Context: an optimization exercise on an open-source flow, tuned for small area, a short achievable clock period and few clock cycles per item. The choices shown serve that exercise and are no tape-out recipe. Function was checked by simulation only, so behaviour that the tests miss may differ from the original. Power is estimated from default activity; no workload was simulated.

File: design/flow/flow/run.sh
#!/bin/bash
set -euo pipefail
MARGIN=$(cat flow/margin.txt)
bash standard.sh SETUP_SLACK_MARGIN=$MARGIN finish > orfs_make.log 2>&1
File: design/flow/flow/margin.txt
5.8
File: design/flow/standard.sh
#!/bin/bash
# synth_recipe.tcl (not shown) runs the flow's synth.tcl, then flattens the netlist and writes it again
# the make line also repeats each setting of config.mk as NAME=value (left out here)
make -C /OpenROAD-flow-scripts/flow DESIGN_CONFIG=/design/flow/config.mk WORK_HOME=/design/flow/orfs CLKGATE_MAP_FILE= SYNTH_SCRIPT=/design/flow/synth_recipe.tcl "${@:-finish}"
File: design/flow/config.mk
export PLATFORM = sky130hd
export DESIGN_NAME = mvm_accum
export DESIGN_NICKNAME = mvm_accum
export VERILOG_FILES = /design/flow/design.v
export SDC_FILE = /design/flow/constraint.sdc
export NUM_CORES = 4
export LEC_CHECK = 0
export CAP_MARGIN = 20
export CORE_MARGIN = 2
export CORE_UTILIZATION = 40
export SLEW_MARGIN = 20
export SYNTH_HIERARCHICAL = 1
File: design/flow/constraint.sdc
create_clock -name core_clock -period 9.0 [get_ports {clk}]
set_input_delay 1.8000 -clock core_clock [delete_from_list [all_inputs] [get_ports {clk}]]
set_output_delay 1.8000 -clock core_clock [all_outputs]
set_load 0.01 [all_outputs]
File: design/flow/design.v
package mvm_accum_pkg;
    localparam int unsigned DEF_VP   = 3;
    localparam int unsigned DEF_EP   = 3;
    localparam int unsigned DEF_WI_X = 4;
    localparam int unsigned DEF_WF_X = 12;
    localparam int unsigned DEF_WI_W = 4;
    localparam int unsigned DEF_WF_W = 12;
    localparam int unsigned DEF_WI_O = 4;
    localparam int unsigned DEF_WF_O = 12;
endpackage
module mvm_lane (
    input  logic        clk,
    input  logic        acc_b,    
    input  logic        first_b,  
    input  logic [7:0]  eneg,     
    input  logic [7:0]  eone,     
    input  logic [7:0]  etwo,     
    input  logic [15:0] w_in,     
    input  logic        o_load,   
    output logic [15:0] data,
    output logic        ovf
);
    localparam logic [32:0] K = 33'h100010800;   
    logic        first, v;
    logic [7:0]  bneg, bone, btwo;
    logic [15:0] w;
    always_ff @(posedge clk) begin
        v     <= acc_b;
        first <= first_b;
        bneg  <= eneg & {8{acc_b}};
        bone  <= eone & {8{acc_b}};
        btwo  <= etwo & {8{acc_b}};
        w     <= w_in;
    end
    logic [32:0] acc_s, acc_c;
    logic [32:0] as_i, ac_i;
    logic [32:0] ns, nc;
    assign as_i = first ? K : acc_s;
    assign ac_i = first ? 33'd0 : acc_c;
    wire [16:0] pp0;
    wire [16:0] pp1;
    wire [16:0] pp2;
    wire [16:0] pp3;
    wire [16:0] pp4;
    wire [16:0] pp5;
    wire [16:0] pp6;
    wire [16:0] pp7;
    wire [16:0] m0 = ({17{bone[0]}} & {w[15], w}) | ({17{btwo[0]}} & {w, 1'b0});
    assign pp0 = {v & ~(m0[16] ^ bneg[0]), m0[15:0] ^ {16{bneg[0]}}};
    wire [16:0] m1 = ({17{bone[1]}} & {w[15], w}) | ({17{btwo[1]}} & {w, 1'b0});
    assign pp1 = {v & ~(m1[16] ^ bneg[1]), m1[15:0] ^ {16{bneg[1]}}};
    wire [16:0] m2 = ({17{bone[2]}} & {w[15], w}) | ({17{btwo[2]}} & {w, 1'b0});
    assign pp2 = {v & ~(m2[16] ^ bneg[2]), m2[15:0] ^ {16{bneg[2]}}};
    wire [16:0] m3 = ({17{bone[3]}} & {w[15], w}) | ({17{btwo[3]}} & {w, 1'b0});
    assign pp3 = {v & ~(m3[16] ^ bneg[3]), m3[15:0] ^ {16{bneg[3]}}};
    wire [16:0] m4 = ({17{bone[4]}} & {w[15], w}) | ({17{btwo[4]}} & {w, 1'b0});
    assign pp4 = {v & ~(m4[16] ^ bneg[4]), m4[15:0] ^ {16{bneg[4]}}};
    wire [16:0] m5 = ({17{bone[5]}} & {w[15], w}) | ({17{btwo[5]}} & {w, 1'b0});
    assign pp5 = {v & ~(m5[16] ^ bneg[5]), m5[15:0] ^ {16{bneg[5]}}};
    wire [16:0] m6 = ({17{bone[6]}} & {w[15], w}) | ({17{btwo[6]}} & {w, 1'b0});
    assign pp6 = {v & ~(m6[16] ^ bneg[6]), m6[15:0] ^ {16{bneg[6]}}};
    wire [16:0] m7 = ({17{bone[7]}} & {w[15], w}) | ({17{btwo[7]}} & {w, 1'b0});
    assign pp7 = {v & ~(m7[16] ^ bneg[7]), m7[15:0] ^ {16{bneg[7]}}};
    wire h0s, h0c;
    mvm_ha u_h0 (.a(bneg[6]), .b(as_i[12]), .s(h0s), .co(h0c));
    wire h1s, h1c;
    mvm_ha u_h1 (.a(as_i[13]), .b(ac_i[13]), .s(h1s), .co(h1c));
    wire t2s, t2c;
    mvm_fa u_t2 (.a(bneg[7]), .b(as_i[14]), .c(ac_i[14]), .s(t2s), .co(t2c));
    wire h3s, h3c;
    mvm_ha u_h3 (.a(pp0[14]), .b(pp1[12]), .s(h3s), .co(h3c));
    wire t4s, t4c;
    mvm_fa u_t4 (.a(as_i[15]), .b(ac_i[15]), .c(pp0[15]), .s(t4s), .co(t4c));
    wire h5s, h5c;
    mvm_ha u_h5 (.a(pp1[13]), .b(pp2[11]), .s(h5s), .co(h5c));
    wire t6s, t6c;
    mvm_fa u_t6 (.a(as_i[16]), .b(ac_i[16]), .c(pp0[16]), .s(t6s), .co(t6c));
    wire h7s, h7c;
    mvm_ha u_h7 (.a(pp1[14]), .b(pp2[12]), .s(h7s), .co(h7c));
    wire t8s, t8c;
    mvm_fa u_t8 (.a(as_i[17]), .b(ac_i[17]), .c(pp1[15]), .s(t8s), .co(t8c));
    wire h9s, h9c;
    mvm_ha u_h9 (.a(as_i[18]), .b(ac_i[18]), .s(h9s), .co(h9c));
    wire h10s, h10c;
    mvm_ha u_h10 (.a(bneg[3]), .b(as_i[6]), .s(h10s), .co(h10c));
    wire h11s, h11c;
    mvm_ha u_h11 (.a(as_i[7]), .b(ac_i[7]), .s(h11s), .co(h11c));
    wire t12s, t12c;
    mvm_fa u_t12 (.a(bneg[4]), .b(as_i[8]), .c(ac_i[8]), .s(t12s), .co(t12c));
    wire h13s, h13c;
    mvm_ha u_h13 (.a(pp0[8]), .b(pp1[6]), .s(h13s), .co(h13c));
    wire t14s, t14c;
    mvm_fa u_t14 (.a(as_i[9]), .b(ac_i[9]), .c(pp0[9]), .s(t14s), .co(t14c));
    wire h15s, h15c;
    mvm_ha u_h15 (.a(pp1[7]), .b(pp2[5]), .s(h15s), .co(h15c));
    wire t16s, t16c;
    mvm_fa u_t16 (.a(bneg[5]), .b(as_i[10]), .c(ac_i[10]), .s(t16s), .co(t16c));
    wire t17s, t17c;
    mvm_fa u_t17 (.a(pp0[10]), .b(pp1[8]), .c(pp2[6]), .s(t17s), .co(t17c));
    wire h18s, h18c;
    mvm_ha u_h18 (.a(pp3[4]), .b(pp4[2]), .s(h18s), .co(h18c));
    wire t19s, t19c;
    mvm_fa u_t19 (.a(as_i[11]), .b(ac_i[11]), .c(pp0[11]), .s(t19s), .co(t19c));
    wire t20s, t20c;
    mvm_fa u_t20 (.a(pp1[9]), .b(pp2[7]), .c(pp3[5]), .s(t20s), .co(t20c));
    wire h21s, h21c;
    mvm_ha u_h21 (.a(pp4[3]), .b(pp5[1]), .s(h21s), .co(h21c));
    wire t22s, t22c;
    mvm_fa u_t22 (.a(ac_i[12]), .b(pp0[12]), .c(pp1[10]), .s(t22s), .co(t22c));
    wire t23s, t23c;
    mvm_fa u_t23 (.a(pp2[8]), .b(pp3[6]), .c(pp4[4]), .s(t23s), .co(t23c));
    wire t24s, t24c;
    mvm_fa u_t24 (.a(pp5[2]), .b(pp6[0]), .c(h0s), .s(t24s), .co(t24c));
    wire t25s, t25c;
    mvm_fa u_t25 (.a(pp0[13]), .b(pp1[11]), .c(pp2[9]), .s(t25s), .co(t25c));
    wire t26s, t26c;
    mvm_fa u_t26 (.a(pp3[7]), .b(pp4[5]), .c(pp5[3]), .s(t26s), .co(t26c));
    wire t27s, t27c;
    mvm_fa u_t27 (.a(pp6[1]), .b(h0c), .c(h1s), .s(t27s), .co(t27c));
    wire t28s, t28c;
    mvm_fa u_t28 (.a(pp2[10]), .b(pp3[8]), .c(pp4[6]), .s(t28s), .co(t28c));
    wire t29s, t29c;
    mvm_fa u_t29 (.a(pp5[4]), .b(pp6[2]), .c(pp7[0]), .s(t29s), .co(t29c));
    wire t30s, t30c;
    mvm_fa u_t30 (.a(h1c), .b(h3s), .c(t2s), .s(t30s), .co(t30c));
    wire t31s, t31c;
    mvm_fa u_t31 (.a(pp3[9]), .b(pp4[7]), .c(pp5[5]), .s(t31s), .co(t31c));
    wire t32s, t32c;
    mvm_fa u_t32 (.a(pp6[3]), .b(pp7[1]), .c(h3c), .s(t32s), .co(t32c));
    wire t33s, t33c;
    mvm_fa u_t33 (.a(h5s), .b(t2c), .c(t4s), .s(t33s), .co(t33c));
    wire t34s, t34c;
    mvm_fa u_t34 (.a(pp3[10]), .b(pp4[8]), .c(pp5[6]), .s(t34s), .co(t34c));
    wire t35s, t35c;
    mvm_fa u_t35 (.a(pp6[4]), .b(pp7[2]), .c(h5c), .s(t35s), .co(t35c));
    wire t36s, t36c;
    mvm_fa u_t36 (.a(h7s), .b(t4c), .c(t6s), .s(t36s), .co(t36c));
    wire t37s, t37c;
    mvm_fa u_t37 (.a(pp2[13]), .b(pp3[11]), .c(pp4[9]), .s(t37s), .co(t37c));
    wire t38s, t38c;
    mvm_fa u_t38 (.a(pp5[7]), .b(pp6[5]), .c(pp7[3]), .s(t38s), .co(t38c));
    wire t39s, t39c;
    mvm_fa u_t39 (.a(h7c), .b(t6c), .c(t8s), .s(t39s), .co(t39c));
    wire t40s, t40c;
    mvm_fa u_t40 (.a(pp1[16]), .b(pp2[14]), .c(pp3[12]), .s(t40s), .co(t40c));
    wire t41s, t41c;
    mvm_fa u_t41 (.a(pp4[10]), .b(pp5[8]), .c(pp6[6]), .s(t41s), .co(t41c));
    wire t42s, t42c;
    mvm_fa u_t42 (.a(pp7[4]), .b(h9s), .c(t8c), .s(t42s), .co(t42c));
    wire t43s, t43c;
    mvm_fa u_t43 (.a(as_i[19]), .b(ac_i[19]), .c(pp2[15]), .s(t43s), .co(t43c));
    wire t44s, t44c;
    mvm_fa u_t44 (.a(pp3[13]), .b(pp4[11]), .c(pp5[9]), .s(t44s), .co(t44c));
    wire t45s, t45c;
    mvm_fa u_t45 (.a(pp6[7]), .b(pp7[5]), .c(h9c), .s(t45s), .co(t45c));
    wire t46s, t46c;
    mvm_fa u_t46 (.a(as_i[20]), .b(ac_i[20]), .c(pp2[16]), .s(t46s), .co(t46c));
    wire t47s, t47c;
    mvm_fa u_t47 (.a(pp3[14]), .b(pp4[12]), .c(pp5[10]), .s(t47s), .co(t47c));
    wire h48s, h48c;
    mvm_ha u_h48 (.a(pp6[8]), .b(pp7[6]), .s(h48s), .co(h48c));
    wire t49s, t49c;
    mvm_fa u_t49 (.a(as_i[21]), .b(ac_i[21]), .c(pp3[15]), .s(t49s), .co(t49c));
    wire t50s, t50c;
    mvm_fa u_t50 (.a(pp4[13]), .b(pp5[11]), .c(pp6[9]), .s(t50s), .co(t50c));
    wire t51s, t51c;
    mvm_fa u_t51 (.a(as_i[22]), .b(ac_i[22]), .c(pp3[16]), .s(t51s), .co(t51c));
    wire h52s, h52c;
    mvm_ha u_h52 (.a(pp4[14]), .b(pp5[12]), .s(h52s), .co(h52c));
    wire t53s, t53c;
    mvm_fa u_t53 (.a(as_i[23]), .b(ac_i[23]), .c(pp4[15]), .s(t53s), .co(t53c));
    wire h54s, h54c;
    mvm_ha u_h54 (.a(as_i[24]), .b(ac_i[24]), .s(h54s), .co(h54c));
    wire h55s, h55c;
    mvm_ha u_h55 (.a(bneg[1]), .b(as_i[2]), .s(h55s), .co(h55c));
    wire h56s, h56c;
    mvm_ha u_h56 (.a(as_i[3]), .b(ac_i[3]), .s(h56s), .co(h56c));
    wire t57s, t57c;
    mvm_fa u_t57 (.a(bneg[2]), .b(as_i[4]), .c(ac_i[4]), .s(t57s), .co(t57c));
    wire h58s, h58c;
    mvm_ha u_h58 (.a(pp0[4]), .b(pp1[2]), .s(h58s), .co(h58c));
    wire t59s, t59c;
    mvm_fa u_t59 (.a(as_i[5]), .b(ac_i[5]), .c(pp0[5]), .s(t59s), .co(t59c));
    wire h60s, h60c;
    mvm_ha u_h60 (.a(pp1[3]), .b(pp2[1]), .s(h60s), .co(h60c));
    wire t61s, t61c;
    mvm_fa u_t61 (.a(ac_i[6]), .b(pp0[6]), .c(pp1[4]), .s(t61s), .co(t61c));
    wire t62s, t62c;
    mvm_fa u_t62 (.a(pp2[2]), .b(pp3[0]), .c(h10s), .s(t62s), .co(t62c));
    wire t63s, t63c;
    mvm_fa u_t63 (.a(pp0[7]), .b(pp1[5]), .c(pp2[3]), .s(t63s), .co(t63c));
    wire t64s, t64c;
    mvm_fa u_t64 (.a(pp3[1]), .b(h10c), .c(h11s), .s(t64s), .co(t64c));
    wire t65s, t65c;
    mvm_fa u_t65 (.a(pp2[4]), .b(pp3[2]), .c(pp4[0]), .s(t65s), .co(t65c));
    wire t66s, t66c;
    mvm_fa u_t66 (.a(h11c), .b(h13s), .c(t12s), .s(t66s), .co(t66c));
    wire t67s, t67c;
    mvm_fa u_t67 (.a(pp3[3]), .b(pp4[1]), .c(h13c), .s(t67s), .co(t67c));
    wire t68s, t68c;
    mvm_fa u_t68 (.a(h15s), .b(t12c), .c(t14s), .s(t68s), .co(t68c));
    wire t69s, t69c;
    mvm_fa u_t69 (.a(pp5[0]), .b(h15c), .c(h18s), .s(t69s), .co(t69c));
    wire t70s, t70c;
    mvm_fa u_t70 (.a(t14c), .b(t16s), .c(t17s), .s(t70s), .co(t70c));
    wire t71s, t71c;
    mvm_fa u_t71 (.a(h18c), .b(h21s), .c(t16c), .s(t71s), .co(t71c));
    wire t72s, t72c;
    mvm_fa u_t72 (.a(t17c), .b(t19s), .c(t20s), .s(t72s), .co(t72c));
    wire t73s, t73c;
    mvm_fa u_t73 (.a(h21c), .b(t19c), .c(t20c), .s(t73s), .co(t73c));
    wire t74s, t74c;
    mvm_fa u_t74 (.a(t22s), .b(t23s), .c(t24s), .s(t74s), .co(t74c));
    wire t75s, t75c;
    mvm_fa u_t75 (.a(t22c), .b(t23c), .c(t25s), .s(t75s), .co(t75c));
    wire t76s, t76c;
    mvm_fa u_t76 (.a(t26s), .b(t24c), .c(t27s), .s(t76s), .co(t76c));
    wire t77s, t77c;
    mvm_fa u_t77 (.a(t25c), .b(t26c), .c(t28s), .s(t77s), .co(t77c));
    wire t78s, t78c;
    mvm_fa u_t78 (.a(t29s), .b(t27c), .c(t30s), .s(t78s), .co(t78c));
    wire t79s, t79c;
    mvm_fa u_t79 (.a(t28c), .b(t29c), .c(t31s), .s(t79s), .co(t79c));
    wire t80s, t80c;
    mvm_fa u_t80 (.a(t32s), .b(t30c), .c(t33s), .s(t80s), .co(t80c));
    wire t81s, t81c;
    mvm_fa u_t81 (.a(t31c), .b(t34s), .c(t32c), .s(t81s), .co(t81c));
    wire t82s, t82c;
    mvm_fa u_t82 (.a(t35s), .b(t33c), .c(t36s), .s(t82s), .co(t82c));
    wire t83s, t83c;
    mvm_fa u_t83 (.a(t34c), .b(t37s), .c(t38s), .s(t83s), .co(t83c));
    wire t84s, t84c;
    mvm_fa u_t84 (.a(t35c), .b(t36c), .c(t39s), .s(t84s), .co(t84c));
    wire t85s, t85c;
    mvm_fa u_t85 (.a(t37c), .b(t38c), .c(t40s), .s(t85s), .co(t85c));
    wire t86s, t86c;
    mvm_fa u_t86 (.a(t41s), .b(t39c), .c(t42s), .s(t86s), .co(t86c));
    wire t87s, t87c;
    mvm_fa u_t87 (.a(t40c), .b(t41c), .c(t43s), .s(t87s), .co(t87c));
    wire t88s, t88c;
    mvm_fa u_t88 (.a(t44s), .b(t45s), .c(t42c), .s(t88s), .co(t88c));
    wire t89s, t89c;
    mvm_fa u_t89 (.a(h48s), .b(t43c), .c(t44c), .s(t89s), .co(t89c));
    wire t90s, t90c;
    mvm_fa u_t90 (.a(t46s), .b(t47s), .c(t45c), .s(t90s), .co(t90c));
    wire t91s, t91c;
    mvm_fa u_t91 (.a(pp7[7]), .b(h48c), .c(t46c), .s(t91s), .co(t91c));
    wire t92s, t92c;
    mvm_fa u_t92 (.a(t47c), .b(t49s), .c(t50s), .s(t92s), .co(t92c));
    wire t93s, t93c;
    mvm_fa u_t93 (.a(pp6[10]), .b(pp7[8]), .c(h52s), .s(t93s), .co(t93c));
    wire t94s, t94c;
    mvm_fa u_t94 (.a(t49c), .b(t50c), .c(t51s), .s(t94s), .co(t94c));
    wire t95s, t95c;
    mvm_fa u_t95 (.a(pp5[13]), .b(pp6[11]), .c(pp7[9]), .s(t95s), .co(t95c));
    wire t96s, t96c;
    mvm_fa u_t96 (.a(h52c), .b(t51c), .c(t53s), .s(t96s), .co(t96c));
    wire t97s, t97c;
    mvm_fa u_t97 (.a(pp4[16]), .b(pp5[14]), .c(pp6[12]), .s(t97s), .co(t97c));
    wire t98s, t98c;
    mvm_fa u_t98 (.a(pp7[10]), .b(h54s), .c(t53c), .s(t98s), .co(t98c));
    wire t99s, t99c;
    mvm_fa u_t99 (.a(as_i[25]), .b(ac_i[25]), .c(pp5[15]), .s(t99s), .co(t99c));
    wire t100s, t100c;
    mvm_fa u_t100 (.a(pp6[13]), .b(pp7[11]), .c(h54c), .s(t100s), .co(t100c));
    wire t101s, t101c;
    mvm_fa u_t101 (.a(as_i[26]), .b(ac_i[26]), .c(pp5[16]), .s(t101s), .co(t101c));
    wire h102s, h102c;
    mvm_ha u_h102 (.a(pp6[14]), .b(pp7[12]), .s(h102s), .co(h102c));
    wire t103s, t103c;
    mvm_fa u_t103 (.a(as_i[27]), .b(ac_i[27]), .c(pp6[15]), .s(t103s), .co(t103c));
    wire h104s, h104c;
    mvm_ha u_h104 (.a(as_i[28]), .b(ac_i[28]), .s(h104s), .co(h104c));
    wire h105s, h105c;
    mvm_ha u_h105 (.a(bneg[0]), .b(as_i[0]), .s(h105s), .co(h105c));
    wire h106s, h106c;
    mvm_ha u_h106 (.a(as_i[1]), .b(ac_i[1]), .s(h106s), .co(h106c));
    wire t107s, t107c;
    mvm_fa u_t107 (.a(ac_i[2]), .b(pp0[2]), .c(pp1[0]), .s(t107s), .co(t107c));
    wire t108s, t108c;
    mvm_fa u_t108 (.a(pp0[3]), .b(pp1[1]), .c(h55c), .s(t108s), .co(t108c));
    wire t109s, t109c;
    mvm_fa u_t109 (.a(pp2[0]), .b(h56c), .c(h58s), .s(t109s), .co(t109c));
    wire t110s, t110c;
    mvm_fa u_t110 (.a(h58c), .b(h60s), .c(t57c), .s(t110s), .co(t110c));
    wire t111s, t111c;
    mvm_fa u_t111 (.a(h60c), .b(t59c), .c(t61s), .s(t111s), .co(t111c));
    wire t112s, t112c;
    mvm_fa u_t112 (.a(t61c), .b(t63s), .c(t62c), .s(t112s), .co(t112c));
    wire t113s, t113c;
    mvm_fa u_t113 (.a(t63c), .b(t65s), .c(t64c), .s(t113s), .co(t113c));
    wire t114s, t114c;
    mvm_fa u_t114 (.a(t65c), .b(t67s), .c(t66c), .s(t114s), .co(t114c));
    wire t115s, t115c;
    mvm_fa u_t115 (.a(t67c), .b(t69s), .c(t68c), .s(t115s), .co(t115c));
    wire t116s, t116c;
    mvm_fa u_t116 (.a(t69c), .b(t70c), .c(t71s), .s(t116s), .co(t116c));
    wire t117s, t117c;
    mvm_fa u_t117 (.a(t71c), .b(t72c), .c(t73s), .s(t117s), .co(t117c));
    wire t118s, t118c;
    mvm_fa u_t118 (.a(t73c), .b(t75s), .c(t74c), .s(t118s), .co(t118c));
    wire t119s, t119c;
    mvm_fa u_t119 (.a(t75c), .b(t77s), .c(t76c), .s(t119s), .co(t119c));
    wire t120s, t120c;
    mvm_fa u_t120 (.a(t77c), .b(t79s), .c(t78c), .s(t120s), .co(t120c));
    wire t121s, t121c;
    mvm_fa u_t121 (.a(t79c), .b(t81s), .c(t80c), .s(t121s), .co(t121c));
    wire t122s, t122c;
    mvm_fa u_t122 (.a(t83s), .b(t81c), .c(t82c), .s(t122s), .co(t122c));
    wire t123s, t123c;
    mvm_fa u_t123 (.a(t83c), .b(t85s), .c(t84c), .s(t123s), .co(t123c));
    wire t124s, t124c;
    mvm_fa u_t124 (.a(t85c), .b(t87s), .c(t86c), .s(t124s), .co(t124c));
    wire t125s, t125c;
    mvm_fa u_t125 (.a(t87c), .b(t89s), .c(t90s), .s(t125s), .co(t125c));
    wire t126s, t126c;
    mvm_fa u_t126 (.a(t89c), .b(t91s), .c(t92s), .s(t126s), .co(t126c));
    wire t127s, t127c;
    mvm_fa u_t127 (.a(t93s), .b(t91c), .c(t92c), .s(t127s), .co(t127c));
    wire t128s, t128c;
    mvm_fa u_t128 (.a(t95s), .b(t93c), .c(t94c), .s(t128s), .co(t128c));
    wire t129s, t129c;
    mvm_fa u_t129 (.a(t95c), .b(t97s), .c(t96c), .s(t129s), .co(t129c));
    wire t130s, t130c;
    mvm_fa u_t130 (.a(t97c), .b(t99s), .c(t100s), .s(t130s), .co(t130c));
    wire t131s, t131c;
    mvm_fa u_t131 (.a(h102s), .b(t99c), .c(t101s), .s(t131s), .co(t131c));
    wire t132s, t132c;
    mvm_fa u_t132 (.a(pp7[13]), .b(h102c), .c(t101c), .s(t132s), .co(t132c));
    wire t133s, t133c;
    mvm_fa u_t133 (.a(pp6[16]), .b(pp7[14]), .c(h104s), .s(t133s), .co(t133c));
    wire t134s, t134c;
    mvm_fa u_t134 (.a(as_i[29]), .b(ac_i[29]), .c(pp7[15]), .s(t134s), .co(t134c));
    wire h135s, h135c;
    mvm_ha u_h135 (.a(as_i[30]), .b(ac_i[30]), .s(h135s), .co(h135c));
    wire h136s, h136c;
    mvm_ha u_h136 (.a(ac_i[0]), .b(pp0[0]), .s(h136s), .co(h136c));
    wire t137s, t137c;
    mvm_fa u_t137 (.a(pp0[1]), .b(h105c), .c(h106s), .s(t137s), .co(t137c));
    wire t138s, t138c;
    mvm_fa u_t138 (.a(h106c), .b(h55s), .c(t107s), .s(t138s), .co(t138c));
    wire t139s, t139c;
    mvm_fa u_t139 (.a(h56s), .b(t107c), .c(t108s), .s(t139s), .co(t139c));
    wire t140s, t140c;
    mvm_fa u_t140 (.a(t57s), .b(t108c), .c(t109s), .s(t140s), .co(t140c));
    wire t141s, t141c;
    mvm_fa u_t141 (.a(t59s), .b(t109c), .c(t110s), .s(t141s), .co(t141c));
    wire t142s, t142c;
    mvm_fa u_t142 (.a(t62s), .b(t110c), .c(t111s), .s(t142s), .co(t142c));
    wire t143s, t143c;
    mvm_fa u_t143 (.a(t64s), .b(t111c), .c(t112s), .s(t143s), .co(t143c));
    wire t144s, t144c;
    mvm_fa u_t144 (.a(t66s), .b(t112c), .c(t113s), .s(t144s), .co(t144c));
    wire t145s, t145c;
    mvm_fa u_t145 (.a(t68s), .b(t113c), .c(t114s), .s(t145s), .co(t145c));
    wire t146s, t146c;
    mvm_fa u_t146 (.a(t70s), .b(t114c), .c(t115s), .s(t146s), .co(t146c));
    wire t147s, t147c;
    mvm_fa u_t147 (.a(t72s), .b(t115c), .c(t116s), .s(t147s), .co(t147c));
    wire t148s, t148c;
    mvm_fa u_t148 (.a(t74s), .b(t116c), .c(t117s), .s(t148s), .co(t148c));
    wire t149s, t149c;
    mvm_fa u_t149 (.a(t76s), .b(t117c), .c(t118s), .s(t149s), .co(t149c));
    wire t150s, t150c;
    mvm_fa u_t150 (.a(t78s), .b(t118c), .c(t119s), .s(t150s), .co(t150c));
    wire t151s, t151c;
    mvm_fa u_t151 (.a(t80s), .b(t119c), .c(t120s), .s(t151s), .co(t151c));
    wire t152s, t152c;
    mvm_fa u_t152 (.a(t82s), .b(t120c), .c(t121s), .s(t152s), .co(t152c));
    wire t153s, t153c;
    mvm_fa u_t153 (.a(t84s), .b(t121c), .c(t122s), .s(t153s), .co(t153c));
    wire t154s, t154c;
    mvm_fa u_t154 (.a(t86s), .b(t122c), .c(t123s), .s(t154s), .co(t154c));
    wire t155s, t155c;
    mvm_fa u_t155 (.a(t88s), .b(t123c), .c(t124s), .s(t155s), .co(t155c));
    wire t156s, t156c;
    mvm_fa u_t156 (.a(t88c), .b(t125s), .c(t124c), .s(t156s), .co(t156c));
    wire t157s, t157c;
    mvm_fa u_t157 (.a(t90c), .b(t126s), .c(t125c), .s(t157s), .co(t157c));
    wire t158s, t158c;
    mvm_fa u_t158 (.a(t94s), .b(t126c), .c(t127s), .s(t158s), .co(t158c));
    wire t159s, t159c;
    mvm_fa u_t159 (.a(t96s), .b(t127c), .c(t128s), .s(t159s), .co(t159c));
    wire t160s, t160c;
    mvm_fa u_t160 (.a(t98s), .b(t128c), .c(t129s), .s(t160s), .co(t160c));
    wire t161s, t161c;
    mvm_fa u_t161 (.a(t98c), .b(t130s), .c(t129c), .s(t161s), .co(t161c));
    wire t162s, t162c;
    mvm_fa u_t162 (.a(t100c), .b(t131s), .c(t130c), .s(t162s), .co(t162c));
    wire t163s, t163c;
    mvm_fa u_t163 (.a(t103s), .b(t131c), .c(t132s), .s(t163s), .co(t163c));
    wire t164s, t164c;
    mvm_fa u_t164 (.a(t103c), .b(t133s), .c(t132c), .s(t164s), .co(t164c));
    wire t165s, t165c;
    mvm_fa u_t165 (.a(h104c), .b(t134s), .c(t133c), .s(t165s), .co(t165c));
    wire t166s, t166c;
    mvm_fa u_t166 (.a(pp7[16]), .b(h135s), .c(t134c), .s(t166s), .co(t166c));
    wire t167s, t167c;
    mvm_fa u_t167 (.a(as_i[31]), .b(ac_i[31]), .c(h135c), .s(t167s), .co(t167c));
    wire h168s, h168c;
    mvm_ha u_h168 (.a(as_i[32]), .b(ac_i[32]), .s(h168s), .co(h168c));
    assign ns[0] = h136s;
    assign ns[1] = h136c;
    assign ns[2] = t137c;
    assign ns[3] = t138c;
    assign ns[4] = t139c;
    assign ns[5] = t140c;
    assign ns[6] = t141c;
    assign ns[7] = t142c;
    assign ns[8] = t143c;
    assign ns[9] = t144c;
    assign ns[10] = t145c;
    assign ns[11] = t146c;
    assign ns[12] = t147c;
    assign ns[13] = t148c;
    assign ns[14] = t149c;
    assign ns[15] = t150c;
    assign ns[16] = t151c;
    assign ns[17] = t152c;
    assign ns[18] = t153c;
    assign ns[19] = t154c;
    assign ns[20] = t155c;
    assign ns[21] = t156c;
    assign ns[22] = t157c;
    assign ns[23] = t158c;
    assign ns[24] = t159c;
    assign ns[25] = t160c;
    assign ns[26] = t161c;
    assign ns[27] = t162c;
    assign ns[28] = t163c;
    assign ns[29] = t164c;
    assign ns[30] = t165c;
    assign ns[31] = t166c;
    assign ns[32] = t167c;
    assign nc[0] = h105s;
    assign nc[1] = t137s;
    assign nc[2] = t138s;
    assign nc[3] = t139s;
    assign nc[4] = t140s;
    assign nc[5] = t141s;
    assign nc[6] = t142s;
    assign nc[7] = t143s;
    assign nc[8] = t144s;
    assign nc[9] = t145s;
    assign nc[10] = t146s;
    assign nc[11] = t147s;
    assign nc[12] = t148s;
    assign nc[13] = t149s;
    assign nc[14] = t150s;
    assign nc[15] = t151s;
    assign nc[16] = t152s;
    assign nc[17] = t153s;
    assign nc[18] = t154s;
    assign nc[19] = t155s;
    assign nc[20] = t156s;
    assign nc[21] = t157s;
    assign nc[22] = t158s;
    assign nc[23] = t159s;
    assign nc[24] = t160s;
    assign nc[25] = t161s;
    assign nc[26] = t162s;
    assign nc[27] = t163s;
    assign nc[28] = t164s;
    assign nc[29] = t165s;
    assign nc[30] = t166s;
    assign nc[31] = t167s;
    assign nc[32] = h168s;
    wire [32:0] tot = acc_s + acc_c;    
    wire inr = (tot[32:27] == 6'b000000) || (tot[32:27] == 6'b111111);
    always_ff @(posedge clk) begin
        acc_s <= ns;
        acc_c <= nc;
        if (o_load) begin
            data <= inr ? tot[27:12] : (tot[32] ? 16'h8000 : 16'h7fff);
            ovf  <= ~inr;
        end
    end
endmodule
module mvm_fa (input logic a, b, c, output logic s, co);
    assign s  = a ^ b ^ c;
    assign co = (a & b) | (a & c) | (b & c);
endmodule
module mvm_ha (input logic a, b, output logic s, co);
    assign s  = a ^ b;
    assign co = a & b;
endmodule
module mvm_accum (
    input  logic        clk,
    input  logic        rst,
    input  logic        clr,
    input  logic        s_valid,
    output logic        s_ready,
    input  logic [15:0] s_x,
    input  logic [47:0] s_w,
    output logic        m_valid,
    input  logic        m_ready,
    output logic [47:0] m_data,
    output logic [2:0]  m_ovf
);
    logic [1:0] bc;           
    logic       iv;           
    logic       ilast;        
    logic       afull;        
    wire acc_b  = s_valid & s_ready & ~clr;
    wire o_load = afull & (~m_valid | m_ready);
    wire [1:0] bc_n    = clr ? 2'd0 : acc_b ? ((bc == 2'd2) ? 2'd0 : bc + 2'd1) : bc;
    wire       afull_n = ~clr & ((iv & ilast) | (afull & ~o_load));
    wire       mval_n  = ~clr & (o_load | (m_valid & ~m_ready));
    wire [16:0] xe = {s_x, 1'b0};
    logic [7:0] eneg, eone, etwo;
    always_comb begin
        for (int i = 0; i < 8; i++) begin
            eneg[i] = xe[2*i+2] & ~(xe[2*i+1] & xe[2*i]);
            eone[i] = xe[2*i+1] ^ xe[2*i];
            etwo[i] = (xe[2*i+2] & ~xe[2*i+1] & ~xe[2*i]) | (~xe[2*i+2] & xe[2*i+1] & xe[2*i]);
        end
    end
    always_ff @(posedge clk or posedge rst) begin
        if (rst) begin
            bc      <= 2'd0;
            iv      <= 1'b0;
            ilast   <= 1'b0;
            afull   <= 1'b0;
            m_valid <= 1'b0;
            s_ready <= 1'b1;
        end else begin
            bc      <= bc_n;
            iv      <= acc_b;
            ilast   <= acc_b & (bc == 2'd2);
            afull   <= afull_n;
            m_valid <= mval_n;
            s_ready <= (bc_n != 2'd0) | (~mval_n & ~afull_n);
        end
    end
    for (genvar l = 0; l < 3; l++) begin : g_lane
        mvm_lane u_lane (
            .clk    (clk),
            .acc_b  (acc_b),
            .first_b(acc_b & (bc == 2'd0)),
            .eneg   (eneg),
            .eone   (eone),
            .etwo   (etwo),
            .w_in   (s_w[(2-l)*16 +: 16]),
            .o_load (o_load),
            .data   (m_data[(2-l)*16 +: 16]),
            .ovf    (m_ovf[l])
        );
    end
endmodule
==> results of run 1 <==
## sequential cells by signal, indices dropped and copies added, names as in the netlist
signal,cells
g_lane.u_lane.acc_c,99
g_lane.u_lane.acc_s,99
g_lane.u_lane.data,48
g_lane.u_lane.w,48
g_lane.u_lane.bneg,24
g_lane.u_lane.bone,24
g_lane.u_lane.btwo,24
g_lane.u_lane.first,3
g_lane.u_lane.ovf,3
g_lane.u_lane.v,3
bc,2
afull,1
ilast,1
iv,1
m_valid,1
s_ready,1
## critical path, stage by stage, from the launching register on
cell and delay [ns]:
dfxtp_4 0.36, buf_8 0.14, a22oi_2 0.19, xnor2_2 0.10
fa_2 0.59, fa_2 0.45, fa_2 0.35, fa_1 0.53
fa_1 0.42
## routing by layer
layer / global-route usage / routed length [um]
met2: 0.360 / 45200
met1: 0.292 / 40600
met3: 0.0371 / 5850
met4: 0.0802 / 2870
met5: 0 / 34
## per-stage QoR
step | area (um2) | total power, mW
3_5_place_dp | 34600 | 9.43
6_report | 38800 | 12.5
5_1_grt | 38800 | 13.7
4_1_cts | 37600 | 12.1
3_3_place_gp | 34600 | 9.20
2_1_floorplan | 33200 | 7.67
## Yosys stat by module, one instance, submodules excluded
module,flip-flops and latches,cells inside,copies in the design
mvm_lane,125,836,3
mvm_accum,7,66,1
mvm_fa,0,1,429
mvm_ha,0,1,78
## what timing repair did
| item | 4_1_cts | 5_1_grt |
|---|---|---|
| setup buffers | 58 | 36 |
| gates cloned | 4 | 3 |
| pin swaps | 31 | 69 |
| resized for setup | 286 | 192 |
| endpoints found under the setup margin | 188 | 87 |
## layout by cell type, fill, tap and decap left out, types with 33 or more instances in the layout
master / n
nor2b_1: 201
a21oi_1: 91
ha_4: 43
a21o_1: 42
a22oi_1: 355
clkbuf_16: 54
xor2_1: 47
nor2_1: 50
o21ai_0: 78
xnor2_1: 415
clkdlybuf4s50_1: 68
dlygate4sd2_1: 52
nand2_1: 104
edfxtp_1: 51
dfxtp_4: 60
fa_1: 407
ha_1: 108
nand4_1: 33
and2_1: 98
buf_4: 101
dfxtp_2: 59
o21bai_1: 44
dfxtp_1: 205
## report_power, final
part | leakage [nW] | internal [mW] | switching [mW]
Sequential | 3.29 | 2.36 | 0.482
Clock | 0.826 | 1.25 | 0.800
Combinational | 11.0 | 3.60 | 4.02
## worst max path at each step
stage                                    from                         end  cells after the start
global placement     g_lane[2].u_lane.bneg[0]  g_lane[2].u_lane.acc_c[17]                      7
detailed placement   g_lane[1].u_lane.bneg[0]  g_lane[1].u_lane.acc_c[17]                      7
CTS                  g_lane[0].u_lane.bneg[0]  g_lane[0].u_lane.acc_c[17]                      8
finish               g_lane[0].u_lane.bone[0]  g_lane[0].u_lane.acc_c[16]                      8
global route        g_lane[1].u_lane.acc_s[2]    g_lane[1].u_lane.data[2]                     13
floorplan              g_lane[0].u_lane.first  g_lane[0].u_lane.acc_c[17]                      8
## kinds of logic (layout without fill, tap and decap cells)
family	count (synthesis)	in the layout	synth area share
fa+ha+maj	607	607	0.329
other cells	0	4	0
simple gates	612	612	0.109
xor+xnor	468	468	0.125
mux	4	4	0.00122
buf+inv	290	348	0.0346
flops	382	382	0.249
compound gates	718	718	0.153
## area by class of cell
class,count,area share
repair buffers,243,0.0606
clock inverters,20,0.00648
flip-flops and latches,382,0.219
clock buffers,72,0.0371
inverters,13,0.00126
multi-input cells,2409,0.641
well taps,1070,0.0345
diodes,4,0.000258
==> impl_metrics.ini, run 1 <==
[status]
status = finished clean

[final_layout]
final_layout_size_suffix_gt1_frac = 0.178
multi_input_area_mm2 = 0.0249
ff_latch_area_mm2 = 0.00849
final_cell_count_no_fill = 4213
utilization = 0.475
fillers = 7403
area_growth_syn_to_layout_pct = 17.9
num-nets-final = 3774

[synthesis]
post_synth_main_area_contributors = fa_1 (26%), dfxtp_1 (20%), xnor2_1 (11%), a22oi_1 (8.3%), ha_1 (6.8%)
syn-instance-count = 3081
netlist_area_mm2 = 0.0329
postSynthRegisterBits = 382
synth_cell_types = 65
edff_count_synth = 51
synthDominantAreaCellType = fa_1
seq_area_frac_synth = 0.249
synth_largest_type_area_fraction = 0.261
post_synthesis_net_count = 3757
synth_ff_type = dfxtp_1
synth.most_common_cell = fa_1
netlist_top_cells_count = fa_1 (429), xnor2_1 (420), a22oi_1 (363)
synth_warnings = 8
syn-mean-instance-area_um2 = 10.7
postSynth.asyncResetShare = 0.0183

[cts]
clock_tree.root_cell = clkbuf_16
clkTransAtPathRegs_ns = 0.06
htree_levels = 2
postCtsHoldBufs = 0
cts.path.max_buffers = 3
clk_latency_ns = 0.59
tritoncts = built
cts_buffers = 49
numClockSinks = 382

[global_route]
grt_start_max_net_pins = 77
grt_pass1_vias = 25500
grt_first_pass_wirelength_um = 147000
antenna_found_initial = 8
grt_usage = 0.220
grt_overflow = 0

[power_and_ir_drop]
cellPowerDensity_mw_per_mm2 = 322
ir_worst_vdd_mv = 0.180
power.leakage_nw = 15.1

[floorplan]
floorplan.rows = 105
die_x_um = 291
die_h_um = 291
core_mm2 = 0.0817
design.die.area_mm2 = 0.0846
initial_utilization = 0.403
ioPinCount = 122

[timing]
maxClockFrequency_mhz = 308
period_minus_slack_ns = 3.25
unrepaired_setup_endpoints_after_global_routing = yes
tightest_slew_ns = 0.764
finalCritPeriodShare = 0.361
setup_ws_ns = 5.75
hold_slack_ns = 0.527
finalSetupTns_ns = 0
count_of_endpoints_failing_hold_in_the_final_timing_report = 0
worst_skew_ns = 0.0165
setup_viol = 0
timing.final.max_slew_violations = 0
slew_headroom = 0.491

[critical_path]
r2r_cells = 8
timing.rr.start = g_lane[0].u_lane.bone[0]
timing.critical_path.arrival_ns = 3.71
worst_r2r_endpoint = g_lane[0].u_lane.acc_c[16]
startpoint_type = flip-flop
critPathCaptureType = flip-flop
worstPathRequired_ns = 9.46
setup.reg_to_reg.worst_slack_ns = 5.75
timing.critical_path.fanout_max = 7
setup.worst_path.class = reg -> reg

[detailed_routing]
vias = 23800
totalWireLength_um = 94600
postRouteAntennaNets = 0
first_iter_violations = 1649
drt-vias-per-instance = 5.65
detail_route.wl_per_cell_um = 22.4
drt_pre_antenna_iters = 6
route.detailed.drc = 0

[placement]
minimum_setup_slack_after_placement_ns = 5.23
detailedPlacementHpwl_um = 67500
port-buffer-count = 121
gp_routability_congestion = 0.899
dpl.cell_count = 4016

[worst_hold_path]
class_of_the_tightest_hold_or_removal_check = reg -> reg
hold_path_startpoint = ilast
whs_path_depth = 2
hold_path_end = afull

[flow_run]
cap_viol_max_count = 0
Testbench counts, summed over its fixed seeds: cycles 3,624, items 1,200.
==> run 2, diff against run 1 <==
==> design/flow/run.sh (new file) <==
#!/bin/bash
# synth_recipe.tcl (not shown) runs the flow's synth.tcl, then flattens the netlist and writes it again
# the make line also repeats each setting of config.mk as NAME=value (left out here)
make -C /OpenROAD-flow-scripts/flow DESIGN_CONFIG=/design/flow/config.mk WORK_HOME=/design/flow/orfs CLKGATE_MAP_FILE= SYNTH_SCRIPT=/design/flow/synth_recipe.tcl finish
removed: design/flow/flow/run.sh
removed: design/flow/flow/margin.txt
removed: design/flow/standard.sh
==> impl_metrics.ini, run 2 <==
[final_layout]
num-nets-final = 3679
final_layout_size_suffix_gt1_frac = 0.0562
most-common-layout-cells = fa_1 (429), xnor2_1 (420), a22oi_1 (363)
area_growth_syn_to_layout_pct = 10.1
final_cell_count_no_fill = 4114
largest_registers = g_lane.u_lane.acc_c: 99 flops, g_lane.u_lane.acc_s: 99 flops
layout_commonest_cell = fa_1

[critical_path]
max_stage_delay_ns = 0.94
worst_r2r_endpoint = g_lane[2].u_lane.acc_c[17]
setup.worst_path.class = reg -> reg
startpoint = g_lane[2].u_lane.bneg[0]
cell_family_contributing_the_most_delay_on_the_critical_path = adder cells
endpoint = g_lane[2].u_lane.acc_c[17]
timing.critical_path.fanout_max = 18
cpMostUsedCell = fa_1
critPathCaptureType = flip-flop
critical_path.cell_chain = xor2_1 -> and2_1 -> fa_1 -> fa_1 -> fa_1 -> fa_1 -> fa_1
worstPathRequired_ns = 9.47
worst-path-stages = 7
cp_num_buf_inv = 0
timing.rr.start = g_lane[2].u_lane.bneg[0]
startpoint_type = flip-flop
library_cell_contributing_the_largest_single_delay_on_the_critical_path = dfxtp_1
timing.critical_path.arrival_ns = 4.18
setup.reg_to_reg.worst_slack_ns = 5.28
r2r_cells = 7

[floorplan]
die_x_um = 291
design.die.area_mm2 = 0.0846
core_mm2 = 0.0817
die_h_um = 291
ioPinCount = 122
floorplan.rows = 105
initial_utilization = 0.403

[synthesis]
share_of_the_synthesized_area_in_compound_gates_ao_oa_aoi_oai = 0.153
synthSimpleGateAreaFrac = 0.109
synth.most_common_cell = fa_1
synth_ff_type = dfxtp_1
combinational_family_with_the_most_area_after_synthesis = adder cells
post_synth_fa_ha_maj_area_fraction = 0.329
seq_area_frac_synth = 0.249
netlist_top_cells_count = fa_1 (429), xnor2_1 (420), a22oi_1 (363)
synth_xor_area_frac = 0.125
post_synth_mux_area_share = 0.00122
synthDominantAreaCellType = fa_1
post_synthesis_net_count = 3757
syn-mean-instance-area_um2 = 10.7
postSynth.asyncResetShare = 0.0183
post_synth_main_area_contributors = fa_1 (26%), dfxtp_1 (20%), xnor2_1 (11%), a22oi_1 (8.3%), ha_1 (6.8%)
synth_warnings = 8
synth_largest_type_area_fraction = 0.261
netlist_area_mm2 = 0.0329
syn-instance-count = 3081
postSynthRegisterBits = 382
edff_count_synth = 51
synth_cell_types = 65

[global_route]
antenna_found_initial = 9
grt_overflow = 0
grt_usage = 0.214
grt_start_max_net_pins = 77
grt_first_pass_wirelength_um = 142000
grt_pass1_vias = 23700

[detailed_routing]
postRouteAntennaNets = 0
drt-vias-per-instance = 5.54
first_iter_violations = 1734
totalWireLength_um = 89700
detail_route.wl_per_cell_um = 21.8
vias = 22800
route.detailed.drc = 0
drt_pre_antenna_iters = 8

[cts]
postCtsHoldBufs = 0
postCtsSetupBuffers = 0
clock_tree.root_cell = clkbuf_16
numClockSinks = 382
tritoncts = built
clk_latency_ns = 0.62
clkTransAtPathRegs_ns = 0.06
cts.path.max_buffers = 3
cts-resized-gates = 0
cts_buffers = 48
htree_levels = 2

[power_and_ir_drop]
cellPowerDensity_mw_per_mm2 = 311
power.leakage_nw = 14.3
ir_worst_vdd_mv = 0.135

[timing]
maxClockFrequency_mhz = 269
unrepaired_setup_endpoints_after_global_routing = no
count_of_endpoints_failing_hold_in_the_final_timing_report = 0
worst_skew_ns = 0.0343
finalCritPeriodShare = 0.413
period_minus_slack_ns = 3.72
setup_viol = 0
timing.final.max_slew_violations = 0
finalSetupTns_ns = 0
slew_headroom = 0.244
setup_ws_ns = 5.28
tightest_slew_ns = 1.13

[flow_run]
cap_viol_max_count = 0

[placement]
minimum_setup_slack_after_placement_ns = 5.35
port-buffer-count = 121
detailedPlacementHpwl_um = 67400
dpl.cell_count = 4023
gp_routability_congestion = 0.879

[worst_hold_path]
whs_path_depth = 2
class_of_the_tightest_hold_or_removal_check = reg -> reg

[status]
status = finished clean
-- run 2: cells by family (layout without fill, tap and decap cells) --
family,after synthesis,count (layout)
compound gates,718,718
xor+xnor,468,468
fa+ha+maj,607,607
buf+inv,290,251
flops,382,382
mux,4,4
other cells,0,2
simple gates,612,612
-- run 2: layer usage --
layer / vias to the layer above / global-route usage / share of wire
met3: 139 / 0.0447 / 0.070
met5: - / 0 / 0.00046
met2: 731 / 0.335 / 0.45
met4: 8 / 0.0604 / 0.025
li1: 10500 / - / -
met1: 11500 / 0.300 / 0.46
-- run 2: per-stage QoR --
stage | instance area (um2) | util | hold slack [ns] | total power, mW
floorplan | 32900 | - | 0.453 | 7.64
global placement | 34600 | 0.423 | 0.516 | 9.20
detailed placement | 34600 | 0.423 | 0.531 | 9.34
CTS | 36200 | 0.443 | 0.540 | 11.4
global route | 36200 | 0.443 | 0.555 | 12.4
finish | 36200 | 0.443 | 0.539 | 11.3
-- run 2: modules after synthesis (local to each module, per instance) --
| module | cell area (um2) | cells |
|---|---|---|
| mvm_lane | 7590 | 836 |
| mvm_accum | 577 | 66 |
| mvm_fa | 20.0 | 1 |
| mvm_ha | 12.5 | 1 |
-- run 2: area by class of cell --
cell class	count	area, um2
Fill cell	7789	45500
Tap cell	1070	1340
Inverter	13	48.8
Clock inverter	22	258
Multi-Input combinational cell	2409	23600
Antenna cell	2	5.00
Clock buffer	67	1370
Timing Repair Buffer	149	1420
Sequential cell	382	8200
-- run 2: worst min path at each step --
stage / slack (ns) / from / end
floorplan: 0.45 / g_lane[0].u_lane.bneg[0] / g_lane[0].u_lane.acc_c[0]
global placement: 0.52 / afull / m_valid
global route: 0.56 / iv / afull
detailed placement: 0.53 / iv / afull
CTS: 0.54 / iv / afull
finish: 0.54 / iv / afull
-- run 2: tightest hold or removal path: cells and delay by family, from the launching register on --
kind	cells	cell delay, ns
flip-flops	1	0.35
AND/OR/NAND/NOR	1	0.08
AO/OA/AOI/OAI	1	0.06
-- run 2: power by group --
| group | switching [mW] | internal (mW) |
|---|---|---|
| clock | 0.814 | 1.18 |
| combinational | 3.65 | 2.87 |
| sequential | 0.398 | 2.36 |
| total | 4.87 | 6.41 |
==> run 3, diff against run 2 <==
--- a/design/flow/config.mk
+++ b/design/flow/config.mk
@@ -6,7 +6,9 @@
 export NUM_CORES = 4
 export LEC_CHECK = 0
+export ABC_CLOCK_PERIOD_IN_PS = 3000
 export CAP_MARGIN = 20
 export CORE_MARGIN = 2
-export CORE_UTILIZATION = 40
+export CORE_UTILIZATION = 55
+export SETUP_SLACK_MARGIN = 5
 export SLEW_MARGIN = 20
 export SYNTH_HIERARCHICAL = 1
==> impl_metrics.ini, run 3 <==
[detailed_routing]
detail_route.wl_per_cell_um = 24.1
route.detailed.drc = 0
met3_length_um = 6070
wl_met1_um = 38300
drt_pre_antenna_iters = 24
totalWireLength_um = 91600
wl_met2_um = 43700
top_layer_reached_by_signal_wires = met4
postRouteAntennaNets = 0
drt-vias-per-instance = 6.11
vias = 23200
first_iter_violations = 2011

[timing]
timing.final.max_slew_violations = 0
unrepaired_setup_endpoints_after_global_routing = no
finalCritPeriodShare = 0.410
worst_skew_ns = 0.0204
tightest_slew_ns = 1.14
count_of_endpoints_failing_hold_in_the_final_timing_report = 0
hold_slack_ns = 0.545
setup_viol = 0
maxClockFrequency_mhz = 271
period_minus_slack_ns = 3.69
slew_headroom = 0.241
finalSetupTns_ns = 0

[floorplan]
initial_utilization = 0.557
design.die.area_mm2 = 0.0618
core_mm2 = 0.0591
ioPinCount = 122
floorplan.rows = 89
die_h_um = 249
die_x_um = 249

[power_and_ir_drop]
ir_worst_vdd_mv = 0.179
net-switching-power_mw = 4.95
power_report.internal_total_mw = 6.40
p_total_mw = 11.4
power.leakage_nw = 14.2
seq_power_share = 0.249
cellPowerDensity_mw_per_mm2 = 318
power_frac_clock = 0.169
pwr-share-comb = 0.582
power.switching_fraction = 0.436

[global_route]
grt_usage = 0.301
grt_start_max_net_pins = 77
grt_overflow = 0
grt_pass1_vias = 24700
grt_first_pass_wirelength_um = 145000
antenna_found_initial = 1

[final_layout]
layout_commonest_cell = fa_1
utilization = 0.604
most-common-layout-cells = fa_1 (429), xnor2_1 (420), a22oi_1 (363)
final_cell_count_no_fill = 3803
final_layout_size_suffix_gt1_frac = 0.0538
area_growth_syn_to_layout_pct = 8.55
num-nets-final = 3669
largest_registers = g_lane.u_lane.acc_c: 99 flops, g_lane.u_lane.acc_s: 99 flops

[synthesis]
synth_warnings = 8
synth_ff_type = dfxtp_1
seq_area_frac_synth = 0.249
synthDominantAreaCellType = fa_1
postSynth.asyncResetShare = 0.0183
synth_cell_types = 65
post_synth_main_area_contributors = fa_1 (26%), dfxtp_1 (20%), xnor2_1 (11%), a22oi_1 (8.3%), ha_1 (6.8%)
netlist_area_mm2 = 0.0329
syn-instance-count = 3081
postSynthRegisterBits = 382
post_synthesis_net_count = 3757
synth.most_common_cell = fa_1
syn-mean-instance-area_um2 = 10.7
edff_count_synth = 51
netlist_top_cells_count = fa_1 (429), xnor2_1 (420), a22oi_1 (363)
synth_largest_type_area_fraction = 0.261

[status]
status = finished clean

[worst_hold_path]
class_of_the_tightest_hold_or_removal_check = reg -> reg

[cts]
cts.path.max_buffers = 3
postCtsSetupBuffers = 0
clkTransAtPathRegs_ns = 0.06
htree_levels = 2
clock_tree.root_cell = clkbuf_16
tritoncts = built
clk_latency_ns = 0.59
numClockSinks = 382
cts_buffers = 46
cts-resized-gates = 0
postCtsHoldBufs = 0

[critical_path]
critPathCaptureType = flip-flop
timing.critical_path.fanout_max = 18
max_stage_delay_ns = 0.99
startpoint_type = flip-flop
worstPathRequired_ns = 9.45
library_cell_contributing_the_largest_single_delay_on_the_critical_path = dfxtp_1
timing.critical_path.arrival_ns = 4.15
setup.worst_path.class = reg -> reg
cpMostUsedCell = fa_1
critical_path.cell_chain = xor2_1 -> and2_1 -> fa_1 -> fa_1 -> fa_1 -> fa_1 -> fa_1

[placement]
port-buffer-count = 121
gp_routability_congestion = 0.897
detailedPlacementHpwl_um = 68200
dpl.cell_count = 3718

[flow_run]
cap_viol_max_count = 0
run 3: layout make-up:
class                      count  area (um2)
timing repair buffer         141        1360
fill                        5018       23400
tap                          773         967
multi-input combinational   2409       23600
sequential                   382        8200
antenna                        1        2.50
inverter                      13        48.8
clock inverter                27         315
clock buffer                  57        1230
run 3: per-module statistics from Yosys (local to each module, per instance):
module | cells inside | flops+latches | copies in the design | area [um2]
mvm_lane | 836 | 125 | 3 | 7590
mvm_accum | 66 | 7 | 1 | 577
mvm_fa | 1 | 0 | 429 | 20.0
mvm_ha | 1 | 0 | 78 | 12.5
run 3: through the flow:
stage                     instance area [um2]  setup WS (ns)
after floorplan                         32900           5.50
after global placement                  34200           5.32
after detailed placement                34200           5.27
after CTS                               35700           5.26
after global routing                    35700           5.07
final                                   35700           5.31
run 3: worst max-delay path, delay by kind of cell, from the launching register on:
kind	cells	cell delay, ns
adders and majority gates	5	2.22
DFF	1	0.99
and+or+nand+nor	1	0.21
xor gates and xnor gates	1	0.14
run 3: final timing paths:
kind	end	from	cells past startpoint	slack [ns]
min in group asynchronous	m_valid	rst	2	1.44
hold reg to reg	m_valid	afull	2	0.55
setup / recovery	g_lane[2].u_lane.acc_c[18]	g_lane[2].u_lane.bneg[0]	7	5.31
setup reg to reg	g_lane[2].u_lane.acc_c[18]	g_lane[2].u_lane.bneg[0]	7	5.31
hold / removal	m_valid	afull	2	0.55
max in group asynchronous	s_ready	rst	2	7.27
run 3: logic make-up after synthesis:
logic type,after synthesis,synth area share
compound gates,718,0.153
simple gates,612,0.109
fa+ha+maj,607,0.329
xor+xnor,468,0.125
flops,382,0.249
buf+inv,290,0.0346
mux,4,0.00122
run 3: power groups by stage:
stage                     registers, mW  logic (mW)  clock network [mW]
after floorplan                    2.54        5.11                   0
after global placement             2.84        6.45                   0
after detailed placement           2.84        6.61                   0
after CTS                          2.81        6.66                1.97
after global routing               2.87        7.51                2.04
final                              2.82        6.61                1.92
run 3: metal layers:
| metal | global-route usage | vias up |
|---|---|---|
| met5 | 0 | - |
| met4 | 0.113 | 0 |
| met3 | 0.0430 | 186 |
| met2 | 0.502 | 914 |
| met1 | 0.399 | 11700 |
| li1 | - | 10400 |

separate check: timing with driven ports:
The results above use ideal ports. As a check the final layouts listed here were re-extracted and re-timed, cells and wires unchanged. Step 1, drivers: a clkbuf_16 drives clk and a buf_2 each remaining input, both assumed. Step 2, shift: input delay + t, output delay - t, t = (earliest + latest rising clock arrival at the registers) / 2. This alone moves slack from input paths to output paths. a / b / c = ideal ports / drivers / drivers and shift; a / b = the first two.
| run | t (ns) | setup slack, ns | hold slack, ns |
|---|---|---|---|
| run 1 | 0.646 | 5.755 / 5.755 / 5.388 | 0.527 / 0.527 / 0.527 |
| run 2 | 0.667 | 5.282 / 5.282 / 5.282 | 0.539 / 0.539 / 0.539 |
| run 3 | 0.646 | 5.306 / 5.306 / 5.306 | 0.545 / 0.545 / 0.545 |
After both steps setup and hold are still met in every run listed. The setup slack of run 1, which loses most, moves by 0.000 ns with the drivers and by -0.367 ns with both steps.
